This design comes from an exercise in tuning for small area, a short achievable clock period and few clock cycles per item on the open sky130 flow, not from production work. Only the layout flow was run in this run; the RTL was not checked for function there. No activity file was given, so power comes from the tool's default toggle rates.

File: flow/config.mk
export PLATFORM = sky130hd
export DESIGN_NAME = rsa_modexp
export DESIGN_NICKNAME = rsa_modexp
export VERILOG_FILES = /design/flow/design.v
export SDC_FILE = /design/flow/constraint.sdc
export NUM_CORES = 4
export LEC_CHECK = 0
export CAP_MARGIN = 20
export CORE_MARGIN = 2
export CORE_UTILIZATION = 55
export SETUP_SLACK_MARGIN = 4.5
export SLEW_MARGIN = 20
export TNS_END_PERCENT = 10
File: flow/constraint.sdc
create_clock -name core_clock -period 8.0 [get_ports {clk}]
set_input_delay 1.6000 -clock core_clock [delete_from_list [all_inputs] [get_ports {clk}]]
set_output_delay 1.6000 -clock core_clock [all_outputs]
set_load 0.01 [all_outputs]
File: flow/design.v
package rsa_pkg;
    typedef logic [64-1:0] rsa_word_t;
    typedef struct packed {
        logic      mode;
        rsa_word_t msg;
        rsa_word_t exp;
        rsa_word_t modulus;
    } rsa_req_t;
    typedef struct packed {
        rsa_word_t x;
        rsa_word_t y;
    } mont_op_t;
endpackage
`timescale 1ns/1ps
module rsa_modexp (
    input  logic        clk,
    input  logic        rst_n,
    input  logic        start,
    input  logic        mode,
    input  logic [63:0] msg,
    input  logic [63:0] exp,
    input  logic [63:0] modulus,
    output logic [63:0] result,
    output logic        busy,
    output logic        done
);
    localparam int DPC = 2;                           
    localparam int D   = DPC * ((34 + DPC - 1) / DPC);  
    localparam int NC  = D / DPC;                     
    localparam int W   = 66;                          
    localparam int WA  = 67;                          
    localparam int XB  = 2 * DPC + 1;                 
    logic s_r2f;      
    logic s_idle, s_init, s_r2, s_r2fix, s_mul, s_cpa, s_fix1, s_fsub, s_ffix, s_done;
    logic o_conv, o_sq, o_mul, o_fc, o_m1;
    logic        mode_q;
    logic [7:0]  cnt;
    logic [5:0]  k;         
    logic [63:0] e_q;       
    logic [63:0] n_q;       
    logic [65:0] n3_q;      
    logic [W-1:0] c_q;      
    logic [64:0] m_q;       
    logic [WA-1:0] s_q;     
    logic [WA-1:0] k_q;     
    logic          cl_q;    
    logic [DPC-1:0] oc_q, tc_q, om_q, tm_q, o1_q, t1_q, ng_q;
    logic [WA:0]  c_x;      
    logic [WA:0]  m_x;
    assign c_x = {c_q[W-1], c_q, 1'b0};
    assign m_x = {2'b00, m_q, 1'b0};
    logic [DPC-1:0][WA-1:0] p_a;
    genvar j, i;
    generate
        for (j = 0; j < DPC; j++) begin : g_row
            for (i = 0; i < WA; i++) begin : g_bit
                logic mag;
                if (i == 0) begin : g_b0
                    assign mag = (oc_q[j] & c_x[1]) | (om_q[j] & m_x[1]) | o1_q[j];
                end else if (i == 1) begin : g_b1
                    assign mag = (oc_q[j] & c_x[2]) | (tc_q[j] & c_x[1])
                               | (om_q[j] & m_x[2]) | (tm_q[j] & m_x[1]) | t1_q[j];
                end else begin : g_bn
                    assign mag = (oc_q[j] & c_x[i+1]) | (tc_q[j] & c_x[i])
                               | (om_q[j] & m_x[i+1]) | (tm_q[j] & m_x[i]);
                end
                assign p_a[j][i] = mag ^ ng_q[j] ^ (i == WA - 1);
            end
        end
    endgenerate
    logic [3:0] py_q;       
    logic [3:0] ni_q;       
    logic [3:0] vq, qq;
    logic [3:0] v_s, v_c, v_a, v_b, v_g, v_p;
    logic [3:0] v_cy;
    assign v_s  = s_q[3:0] ^ k_q[3:0] ^ py_q;
    assign v_c  = (s_q[3:0] & k_q[3:0]) | (s_q[3:0] & py_q) | (k_q[3:0] & py_q);
    assign v_a  = v_s;
    assign v_b  = {v_c[2:0], cl_q};
    assign v_g  = v_a & v_b;
    assign v_p  = v_a ^ v_b;
    assign v_cy = {v_g[2] | (v_p[2] & v_g[1]) | (v_p[2] & v_p[1] & v_g[0]),
                   v_g[1] | (v_p[1] & v_g[0]),
                   v_g[0],
                   1'b0};
    assign vq   = v_p ^ v_cy;
    always_comb begin
        case ({ni_q[3:1], vq})
            7'd0: qq = 4'd0;
            7'd1: qq = 4'd1;
            7'd2: qq = 4'd2;
            7'd3: qq = 4'd3;
            7'd4: qq = 4'd4;
            7'd5: qq = 4'd5;
            7'd6: qq = 4'd6;
            7'd7: qq = 4'd7;
            7'd8: qq = 4'd8;
            7'd9: qq = 4'd9;
            7'd10: qq = 4'd10;
            7'd11: qq = 4'd11;
            7'd12: qq = 4'd12;
            7'd13: qq = 4'd13;
            7'd14: qq = 4'd14;
            7'd15: qq = 4'd15;
            7'd16: qq = 4'd0;
            7'd17: qq = 4'd3;
            7'd18: qq = 4'd6;
            7'd19: qq = 4'd9;
            7'd20: qq = 4'd12;
            7'd21: qq = 4'd15;
            7'd22: qq = 4'd2;
            7'd23: qq = 4'd5;
            7'd24: qq = 4'd8;
            7'd25: qq = 4'd11;
            7'd26: qq = 4'd14;
            7'd27: qq = 4'd1;
            7'd28: qq = 4'd4;
            7'd29: qq = 4'd7;
            7'd30: qq = 4'd10;
            7'd31: qq = 4'd13;
            7'd32: qq = 4'd0;
            7'd33: qq = 4'd5;
            7'd34: qq = 4'd10;
            7'd35: qq = 4'd15;
            7'd36: qq = 4'd4;
            7'd37: qq = 4'd9;
            7'd38: qq = 4'd14;
            7'd39: qq = 4'd3;
            7'd40: qq = 4'd8;
            7'd41: qq = 4'd13;
            7'd42: qq = 4'd2;
            7'd43: qq = 4'd7;
            7'd44: qq = 4'd12;
            7'd45: qq = 4'd1;
            7'd46: qq = 4'd6;
            7'd47: qq = 4'd11;
            7'd48: qq = 4'd0;
            7'd49: qq = 4'd7;
            7'd50: qq = 4'd14;
            7'd51: qq = 4'd5;
            7'd52: qq = 4'd12;
            7'd53: qq = 4'd3;
            7'd54: qq = 4'd10;
            7'd55: qq = 4'd1;
            7'd56: qq = 4'd8;
            7'd57: qq = 4'd15;
            7'd58: qq = 4'd6;
            7'd59: qq = 4'd13;
            7'd60: qq = 4'd4;
            7'd61: qq = 4'd11;
            7'd62: qq = 4'd2;
            7'd63: qq = 4'd9;
            7'd64: qq = 4'd0;
            7'd65: qq = 4'd9;
            7'd66: qq = 4'd2;
            7'd67: qq = 4'd11;
            7'd68: qq = 4'd4;
            7'd69: qq = 4'd13;
            7'd70: qq = 4'd6;
            7'd71: qq = 4'd15;
            7'd72: qq = 4'd8;
            7'd73: qq = 4'd1;
            7'd74: qq = 4'd10;
            7'd75: qq = 4'd3;
            7'd76: qq = 4'd12;
            7'd77: qq = 4'd5;
            7'd78: qq = 4'd14;
            7'd79: qq = 4'd7;
            7'd80: qq = 4'd0;
            7'd81: qq = 4'd11;
            7'd82: qq = 4'd6;
            7'd83: qq = 4'd1;
            7'd84: qq = 4'd12;
            7'd85: qq = 4'd7;
            7'd86: qq = 4'd2;
            7'd87: qq = 4'd13;
            7'd88: qq = 4'd8;
            7'd89: qq = 4'd3;
            7'd90: qq = 4'd14;
            7'd91: qq = 4'd9;
            7'd92: qq = 4'd4;
            7'd93: qq = 4'd15;
            7'd94: qq = 4'd10;
            7'd95: qq = 4'd5;
            7'd96: qq = 4'd0;
            7'd97: qq = 4'd13;
            7'd98: qq = 4'd10;
            7'd99: qq = 4'd7;
            7'd100: qq = 4'd4;
            7'd101: qq = 4'd1;
            7'd102: qq = 4'd14;
            7'd103: qq = 4'd11;
            7'd104: qq = 4'd8;
            7'd105: qq = 4'd5;
            7'd106: qq = 4'd2;
            7'd107: qq = 4'd15;
            7'd108: qq = 4'd12;
            7'd109: qq = 4'd9;
            7'd110: qq = 4'd6;
            7'd111: qq = 4'd3;
            7'd112: qq = 4'd0;
            7'd113: qq = 4'd15;
            7'd114: qq = 4'd14;
            7'd115: qq = 4'd13;
            7'd116: qq = 4'd12;
            7'd117: qq = 4'd11;
            7'd118: qq = 4'd10;
            7'd119: qq = 4'd9;
            7'd120: qq = 4'd8;
            7'd121: qq = 4'd7;
            7'd122: qq = 4'd6;
            7'd123: qq = 4'd5;
            7'd124: qq = 4'd4;
            7'd125: qq = 4'd3;
            7'd126: qq = 4'd2;
            7'd127: qq = 4'd1;
            default: qq = 4'd0;
        endcase
    end
    localparam int WT = WA + 4;             
    logic [WT-1:0] r_s, r_c, r_p0, r_p1, r_q0, r_q1;
    logic [WT-1:0] l1_s, l1_c, l2_s, l2_c, l3_s, l3_c, l4_s, l4_c;
    logic [WT-1:0] l1_cs, l2_cs, l3_cs, l4_cs;
    assign r_s  = WT'(s_q);
    assign r_c  = WT'(k_q);
    assign r_p0 = WT'({1'b1, p_a[0]});
    assign r_p1 = WT'({1'b1, p_a[1], ng_q[1], ng_q[1]});
    logic [65:0] qa0, qb0, qa1, qb1;
    assign qa0  = qq[0] ? {2'b00, n_q} : '0;           
    assign qb0  = qq[0] ? n3_q : {1'b0, n_q, 1'b0};    
    assign qa1  = qq[2] ? {2'b00, n_q} : '0;
    assign qb1  = qq[2] ? n3_q : {1'b0, n_q, 1'b0};
    assign r_q0 = WT'(qq[1] ? qb0 : qa0);
    assign r_q1 = WT'({(qq[3] ? qb1 : qa1), 2'b00});
    assign l1_s  = r_s ^ r_c ^ r_p0;
    assign l1_c  = (r_s & r_c) | (r_s & r_p0) | (r_c & r_p0);
    assign l1_cs = {l1_c[WT-2:0], ng_q[0]};
    assign l2_s  = l1_s ^ l1_cs ^ r_p1;
    assign l2_c  = (l1_s & l1_cs) | (l1_s & r_p1) | (l1_cs & r_p1);
    assign l2_cs = {l2_c[WT-2:0], cl_q};
    assign l3_s  = l2_s ^ l2_cs ^ r_q0;
    assign l3_c  = (l2_s & l2_cs) | (l2_s & r_q0) | (l2_cs & r_q0);
    assign l3_cs = {l3_c[WT-2:0], ng_q[1]};
    assign l4_s  = l3_s ^ l3_cs ^ r_q1;
    assign l4_c  = (l3_s & l3_cs) | (l3_s & r_q1) | (l3_cs & r_q1);
    assign l4_cs = {l4_c[WT-2:0], 1'b0};
    logic [WA-1:0] s_nx, k_nx;
    logic          cl_nx;
    assign s_nx  = l4_s[WT-1:4];
    assign k_nx  = l4_cs[WT-1:4];
    assign cl_nx = |{l4_s[3:0], l4_cs[3:0]};
    logic         c_neg;
    logic         add_inv, add_use_n;
    logic [W-1:0] add_a, add_b, add_s;
    logic         add_ci;
    logic [W:0]   add_w;
    logic n_idle, n_init, n_r2, n_r2fix, n_mul, n_cpa, n_fix1, n_fsub, n_ffix, n_done;
    logic c_neg_n;
    assign c_neg = c_q[W-1];
    logic sa_s, sa_n2, sa_c2, sa_c, sb_k, sb_n, sb_nn;
    assign add_a  = ({W{sa_s}}  & s_q[W-1:0]) | ({W{sa_n2}} & {1'b0, n_q, 1'b0})
                  | ({W{sa_c2}} & {c_q[W-2:0], 1'b0}) | ({W{sa_c}} & c_q);
    assign add_b  = ({W{sb_k}}  & k_q[W-1:0]) | ({W{sb_n}} & {2'b00, n_q})
                  | ({W{sb_nn}} & ~{2'b00, n_q});
    assign add_ci = (sa_s & cl_q) | add_inv;
    assign add_w = {add_a, 1'b1} + {add_b, add_ci};
    assign add_s = add_w[W:1];
    logic exp0;       
    logic dr;         
    logic cv_done;    
    assign dr      = n_q[63];
    assign cv_done = (s_cpa && o_conv) || (s_r2fix && dr);
    logic mul_last;
    logic load_d;     
    logic o_conv_n, o_sq_n, o_mul_n, o_fc_n, o_m1_n;
    logic [XB-1:0] xb_n;
    assign exp0     = !mode_q && !e_q[63];
    assign mul_last = (cnt == 8'(NC));
    always_comb begin
        o_conv_n = o_conv; o_sq_n = o_sq; o_mul_n = o_mul;
        o_fc_n   = o_fc;   o_m1_n = o_m1;
        if (s_cpa || (s_r2fix && dr)) begin
            o_conv_n = 1'b0;
            o_sq_n   = 1'b0;
            o_mul_n  = 1'b0;
            o_fc_n   = 1'b0;
            o_m1_n   = 1'b0;
            if (cv_done) begin
                if (mode_q)          o_m1_n  = 1'b1;
                else if (k == 6'd0)  o_fc_n  = 1'b1;
                else                 o_sq_n  = 1'b1;
            end else if (o_sq) begin
                if (e_q[63])         o_mul_n = 1'b1;
                else if (k == 6'd1)  o_fc_n  = 1'b1;
                else                 o_sq_n  = 1'b1;
            end else if (o_mul) begin
                if (k == 6'd1)       o_fc_n  = 1'b1;
                else                 o_sq_n  = 1'b1;
            end
        end
    end
    localparam int CPW = 2 * D + XB;
    logic [CPW-1:0] c_pad;
    assign c_pad  = {{(CPW-W-1){c_q[W-1]}}, c_q, 1'b0};
    assign load_d = s_r2fix || (s_cpa && (o_conv || o_sq || o_mul));
    always_comb begin
        if (load_d) xb_n = {add_s[XB-2:0], 1'b0};
        else        xb_n = c_pad[cnt[5:0] * (2 * DPC) +: XB];
    end
    logic [DPC-1:0] bd_one, bd_two, bd_neg;
    generate
        for (j = 0; j < DPC; j++) begin : g_bd
            assign bd_one[j] = xb_n[2*j+1] ^ xb_n[2*j];
            assign bd_two[j] = (xb_n[2*j+2] & !xb_n[2*j+1] & !xb_n[2*j])
                             | (!xb_n[2*j+2] & xb_n[2*j+1] & xb_n[2*j]);
            assign bd_neg[j] = xb_n[2*j+2];
        end
    endgenerate
    logic [3:0] y_lo_n, py_n, t0_n, m0_n;
    logic [1:0] t1_n, m1_n;
    always_comb begin
        if (o_sq_n)      y_lo_n = load_d ? add_s[3:0] : c_q[3:0];
        else if (o_fc_n) y_lo_n = 4'd1;
        else if (cv_done && mode_q) y_lo_n = e_q[3:0];
        else             y_lo_n = m_q[3:0];
        t0_n = ({4{bd_one[0]}} & y_lo_n) | ({4{bd_two[0]}} & {y_lo_n[2:0], 1'b0});
        t1_n = ({2{bd_one[1]}} & y_lo_n[1:0]) | ({2{bd_two[1]}} & {y_lo_n[0], 1'b0});
        m0_n = bd_neg[0] ? 4'(-t0_n) : t0_n;
        m1_n = bd_neg[1] ? 2'(-t1_n) : t1_n;
        py_n = m0_n + {m1_n, 2'b00};
    end
    assign n_idle  = (s_idle && !start) || s_done;
    assign n_init  = s_idle && start;
    assign n_r2    = s_init || (s_r2 && cnt != 8'd0);
    assign n_r2fix = s_r2 && cnt == 8'd0;
    assign n_mul   = (s_r2fix && !exp0) || (s_mul && !mul_last)
                  || (s_cpa && (o_conv || o_sq || o_mul));
    assign n_cpa   = s_mul && mul_last;
    assign n_fix1  = s_cpa && (o_fc || o_m1);
    assign n_fsub  = s_fix1;
    assign n_ffix  = s_fsub;
    assign n_done  = s_ffix || (s_r2fix && exp0);
    assign c_neg_n = (s_init || (s_r2fix && exp0)) ? 1'b0 :
                     (s_r2 || s_r2fix || s_cpa || s_fix1 || s_fsub || s_ffix) ? add_s[W-1] :
                     c_neg;
    always_ff @(posedge clk) begin
        if (!rst_n) begin
            s_idle    <= 1'b1;
            s_init    <= 1'b0;
            s_r2      <= 1'b0;
            s_r2f     <= 1'b0;
            s_r2fix   <= 1'b0;
            s_mul     <= 1'b0;
            s_cpa     <= 1'b0;
            s_fix1    <= 1'b0;
            s_fsub    <= 1'b0;
            s_ffix    <= 1'b0;
            s_done    <= 1'b0;
            busy      <= 1'b0;
            add_inv   <= 1'b0;
            add_use_n <= 1'b0;
            sa_s      <= 1'b0;
            sa_n2     <= 1'b0;
            sa_c2     <= 1'b0;
            sa_c      <= 1'b1;
            sb_k      <= 1'b0;
            sb_n      <= 1'b0;
            sb_nn     <= 1'b0;
        end else begin
            s_idle    <= n_idle;
            s_init    <= n_init;
            s_r2      <= n_r2;
            s_r2f     <= s_init;
            s_r2fix   <= n_r2fix;
            s_mul     <= n_mul;
            s_cpa     <= n_cpa;
            s_fix1    <= n_fix1;
            s_fsub    <= n_fsub;
            s_ffix    <= n_ffix;
            s_done    <= n_done;
            busy      <= n_init || (busy && !s_done);
            add_inv   <= (n_r2 && !c_neg_n) || n_fsub;
            add_use_n <= n_r2 || n_fsub || ((n_r2fix || n_fix1 || n_ffix) && c_neg_n);
            sa_s      <= n_cpa;
            sa_n2     <= n_init;
            sa_c2     <= n_r2 && !(s_init && dr);
            sa_c      <= !n_cpa && !n_init && !(n_r2 && !(s_init && dr));
            sb_k      <= n_cpa;
            sb_n      <= n_init || (!((n_r2 && !c_neg_n) || n_fsub)
                                    && (n_r2 || n_fsub || ((n_r2fix || n_fix1 || n_ffix) && c_neg_n)));
            sb_nn     <= ((n_r2 && !c_neg_n) || n_fsub);
        end
    end
    assign done = s_done;
    always_ff @(posedge clk) begin
        if (s_idle) begin
            mode_q <= mode;
            n_q    <= modulus;
            e_q    <= exp;
            m_q    <= {1'b0, msg};
            k      <= 6'd63;
        end
        if (s_init) begin
            n3_q <= add_s;
            ni_q <= 4'(n_q[3:0] * n_q[3:0] * n_q[3:0] - 4'd2 * n_q[3:0]);
        end
        if (s_init) begin
            o_conv <= 1'b1;
            o_sq   <= 1'b0;
            o_mul  <= 1'b0;
            o_fc   <= 1'b0;
            o_m1   <= 1'b0;
        end else begin
            o_conv <= o_conv_n;
            o_sq   <= o_sq_n;
            o_mul  <= o_mul_n;
            o_fc   <= o_fc_n;
            o_m1   <= o_m1_n;
        end
        if (s_init)
            cnt <= dr ? 8'(2 * D) : 8'(2 * 2 * D - 1);
        else if (s_r2 && cnt != 8'd0)
            cnt <= cnt - 8'd1;
        else if (s_r2fix || s_cpa)
            cnt <= 8'd1;
        else if (s_mul)
            cnt <= cnt + 8'd1;
        if (s_r2 && !mode_q && !e_q[63] && k != 6'd0) begin
            e_q <= e_q << 1;
            k   <= k - 6'd1;
        end
        if (cv_done && !mode_q) begin
            e_q <= e_q << 1;
        end
        if (s_cpa) begin
            if (o_conv) begin
            end else if ((o_sq && !e_q[63]) || o_mul) begin
                e_q <= e_q << 1;
                k   <= k - 6'd1;
            end
        end
        if (cv_done)
            m_q <= mode_q ? {1'b0, e_q} : add_s[64:0];
        if (s_mul || load_d) begin
            oc_q <= bd_one & {DPC{o_sq_n}};
            tc_q <= bd_two & {DPC{o_sq_n}};
            om_q <= bd_one & {DPC{o_conv_n | o_mul_n | o_m1_n}};
            tm_q <= bd_two & {DPC{o_conv_n | o_mul_n | o_m1_n}};
            o1_q <= bd_one & {DPC{o_fc_n}};
            t1_q <= bd_two & {DPC{o_fc_n}};
            ng_q <= bd_neg;
            py_q <= py_n;
        end
    end
    always_ff @(posedge clk) begin
        if (s_init || (s_r2fix && exp0))
            c_q <= (s_init && dr) ? {1'b0, m_q} : W'(1);
        else if (s_r2 || s_r2fix || s_cpa || s_fix1 || s_fsub || s_ffix)
            c_q <= add_s;
    end
    always_ff @(posedge clk) begin
        if (s_mul) begin
            s_q  <= s_nx;
            k_q  <= k_nx;
            cl_q <= cl_nx;
        end else begin
            s_q  <= {1'b1, 66'd0};
            k_q  <= '0;
            cl_q <= 1'b0;
        end
    end
    assign result = c_q[63:0];
endmodule
File: flow/run.sh
#!/bin/bash
# synth_recipe.tcl (not shown) runs the flow's synth.tcl, then flattens the netlist and writes it again
# the make line also repeats each setting of config.mk as NAME=value (left out here)
make -C /OpenROAD-flow-scripts/flow DESIGN_CONFIG=/design/flow/config.mk WORK_HOME=/design/flow/orfs CLKGATE_MAP_FILE= SYNTH_SCRIPT=/design/flow/synth_recipe.tcl finish
==> out/results.ini <==
[worst_setup_path]
r2r_cells = 15
r2r-start = py_q[0]
required_ps = 8530
worstPathCellList = fa_1 > ha_4 > fa_2 > ha_4 > mux2i_4 > buf_12 > buf_16 > and2_4 > buf_12 > a21oi_2 > fa_1 > inv_1 > fa_1 > nor4_2 > a21oi_1
end_kind = flip-flop
crit_top_cell = fa_1
critPathMaxFanout = 8
critPathKind = reg2reg
setup.worst_path.start_class = flip-flop
cpPeakStageDelay_ps = 660
critPathTopFamily = adder cells
r2r-end = cl_q
crit_buf_inv = 4
cp.arrival_ps = 5050
r2r_slack_ps = 3490
slowest_stage = fa_2

[hold_path]
holdPathEnd = busy
min_path_type = reg2reg
hold_path_depth = 2
hold_start = busy

[finish]
nNetsFinal = 4799
drive_gt1_frac = 0.139
syn2layout_area_growth_pct = 21.3

[synth]
synth_async_sr_flop_share = 0
yosysTopAreaCellShare = 0.217
yosysUniqueCellTypes = 89
syn_avg_cell_area_um2 = 9.95
synth-seq-area-share = 0.329
synth-seq-cells = 516
synth_edf_count = 291
syn_inst = 4052
yosysWarnings = 1
synth_ff_type = edfxtp_1
synth_most_common_cell = nand2_1
syn_nets = 4614
yosysTopAreaCell = edfxtp_1
ys_top_cells_by_count = nand2_1, inv_1, edfxtp_1
synth_area_um2 = 40300
synth_area_leaders = edfxtp_1, fa_1, dfxtp_1

[cts]
cts_hold_buf = 0
cts_root_buffer = clkbuf_16
cts_htree_levels = 2
cts_buffers = 60
cts_tree = done
clockBufferDepth = 3
clk_pin_slew_worst_paths_ps = 60
worstSkewPairLatency_ps = 670
cts.sinks = 516

[route]
dr.pass1.iters = 8
vias = 35900
drt_iter0_drc = 4855
drc = 0
ant_nets = 0
drt_wl_total_um = 161000
routedWlPerCell_um = 30.7
viasPerCell = 6.84

[floorplan]
core_area_um2 = 72700
initial_utilization = 0.554
die_y_um = 275
design.die.area_um2 = 75500
rows = 99
ios = 262
chipWidth_um = 275

[timing]
drv_slew = 0
setup_viol = 0
final.min_clock_period_ps = 4510
fin_tns_setup_ps = 0
rsz0062_at_grt = true
setup_ws_ps = 3490
worst_pin_slew_ps = 1300
whs_ps = 444
final-hold-violation-count = 0
finalCritPeriodShare = 0.564
clock-skew-final_ps = 19.4
max_freq_mhz = 222
maxSlewHeadroom = 0.134

[global_route]
grt_max_degree = 80
grt.overflow.total = 0
grtUsageMet2 = 0.616
grt_use_met3 = 0.121
grt_busiest_layer = met2
grt_pass1_vias = 35000
grt_pass1_wl_um = 228000
antenna_found_initial = 3
grt_use_total = 0.407
grtUsageMet1 = 0.541

[flow_run]
maxCapViolCount = 0

[power_and_ir_drop]
ir_worst_vdd_v = 0.000178
p_leak_uw = 0.0198
p_per_area_nw_per_um2 = 198

[place]
hpwl_um = 97600
dp_slack_ps = 2450
routabilityCongestion = 0.978
port-buffer-count = 261

[status]
outcome = timing/DRC/antenna clean

## how the worst max path moves through the flow
stage / startpoint / endpoint / slack, ps / depth (start not counted)
2_1_floorplan: py_q[0] / cl_q / 3950 / 15
3_3_place_gp: py_q[0] / cl_q / 2590 / 13
3_5_place_dp: k_q[0] / s_q[29] / 2450 / 14
4_1_cts: s_cpa / m_q[49] / 3500 / 15
5_1_grt: py_q[0] / cl_q / 3400 / 15
6_report: py_q[0] / cl_q / 3490 / 15
## cell usage in the layout (no fill, tap or decap), types with 149 or more instances in the layout
master	Yosys	routed
a22o_1	187	186
buf_4	69	157
inv_1	309	303
edfxtp_1	291	291
xnor2_1	189	181
fa_1	271	269
o21ai_0	156	149
nand2_1	310	306
clkdlybuf4s50_1	0	261
mux2i_1	262	250
dfxtp_1	225	215
nor2_1	166	163
## power by group
part           switching (uW)  total, uW  internal, uW
Combinational            1790       3220          1430
Sequential                372       3470          3100
Clock                    1250       2970          1720
## per-layer routing
layer,vias to the layer above,share of wire
met5,-,0.00063
met4,2,0.052
met3,524,0.14
met2,2730,0.43
met1,17700,0.37
li1,15000,-
## what timing repair did
action	4_1_cts	5_1_grt
endpoints found under the hold margin	0	0
pin swaps	13	73
cloned	16	11
gates resized for setup	92	212
buffers inserted	26	132
setup endpoints to repair	465	402
## final cells by class
cell class / count / area (um^2)
multi-input combinational: 2848 / 25600
fill: 5590 / 23800
sequential: 516 / 13300
timing repair buffer: 499 / 5490
clock buffer: 83 / 1720
tap: 959 / 1200
inverter: 312 / 1190
clock inverter: 31 / 345
antenna: 3 / 7.51
## kinds of logic after synthesis
family | count (synthesis) | share of synthesized area
DFF | 516 | 0.329
buffers and inverters | 691 | 0.0730
AOI/OAI and AO/OA | 1114 | 0.206
xor gates and xnor gates | 218 | 0.0479
adders and majority gates | 366 | 0.164
and+or+nand+nor | 858 | 0.103
muxes | 289 | 0.0768
## per-stage QoR
stage	total power [uW]	utilization	instances	cell area, um^2
6_report	9660	0.672	5251	48900
5_1_grt	10000	0.672	5248	48900
4_1_cts	9240	0.637	5103	46300
3_5_place_dp	6230	0.593	4947	43100
3_3_place_gp	6170	0.593	4947	43100
2_1_floorplan	5280	-	4052	40700
## state kept, by name, summed over array words and instances (netlist names), 2 cells and up
signal / flops
m_q: 65
tc_q: 2
t1_q: 2
k: 6
cnt: 8
ng_q: 2
k_q: 67
n3_q: 66
py_q: 4
c_q: 66
n_q: 64
oc_q: 2
o1_q: 2
om_q: 2
s_q: 67
tm_q: 2
e_q: 64
ni_q: 3
## worst register-to-register path, cell delays in order (launching register included)
cell      delay [ps]
edfxtp_1         380
fa_1             510
ha_4             200
fa_2             660
ha_4             250
mux2i_4          160
buf_12           200
buf_16           210
and2_4           200
buf_12           150
a21oi_2           70
fa_1             490
inv_1             60
fa_1             420
nor4_2           300
a21oi_1          130

[separate check: timing with driven ports]
No port has a modelled driver above. Below, the same layout with a new extraction and two added sets of constraints.
Step 1 sets driving cells, clkbuf_16 on the clock port and buf_2 on the other inputs (assumed; they add their load-dependent delay and slew).
Step 2 also shifts input and output timing later by t, the mid clock arrival at the registers, as if the neighbouring blocks saw the same clock.
Slacks: ideal ports / drivers / drivers and shift; pairs: ideal ports / drivers.
shift t [ns]: 0.724
slack for setup (ns): 3.487 / 3.487 / 3.487
worst setup path at the end: register to register
slew at the worst register clock pin (ns): 0.07 / 0.07
worst slew at a driven data input, ns: 0.07
After both steps this run still meets setup and hold. For this run, drivers alone change the setup slack by 0.000 ns; drivers and shift together by 0.000 ns.
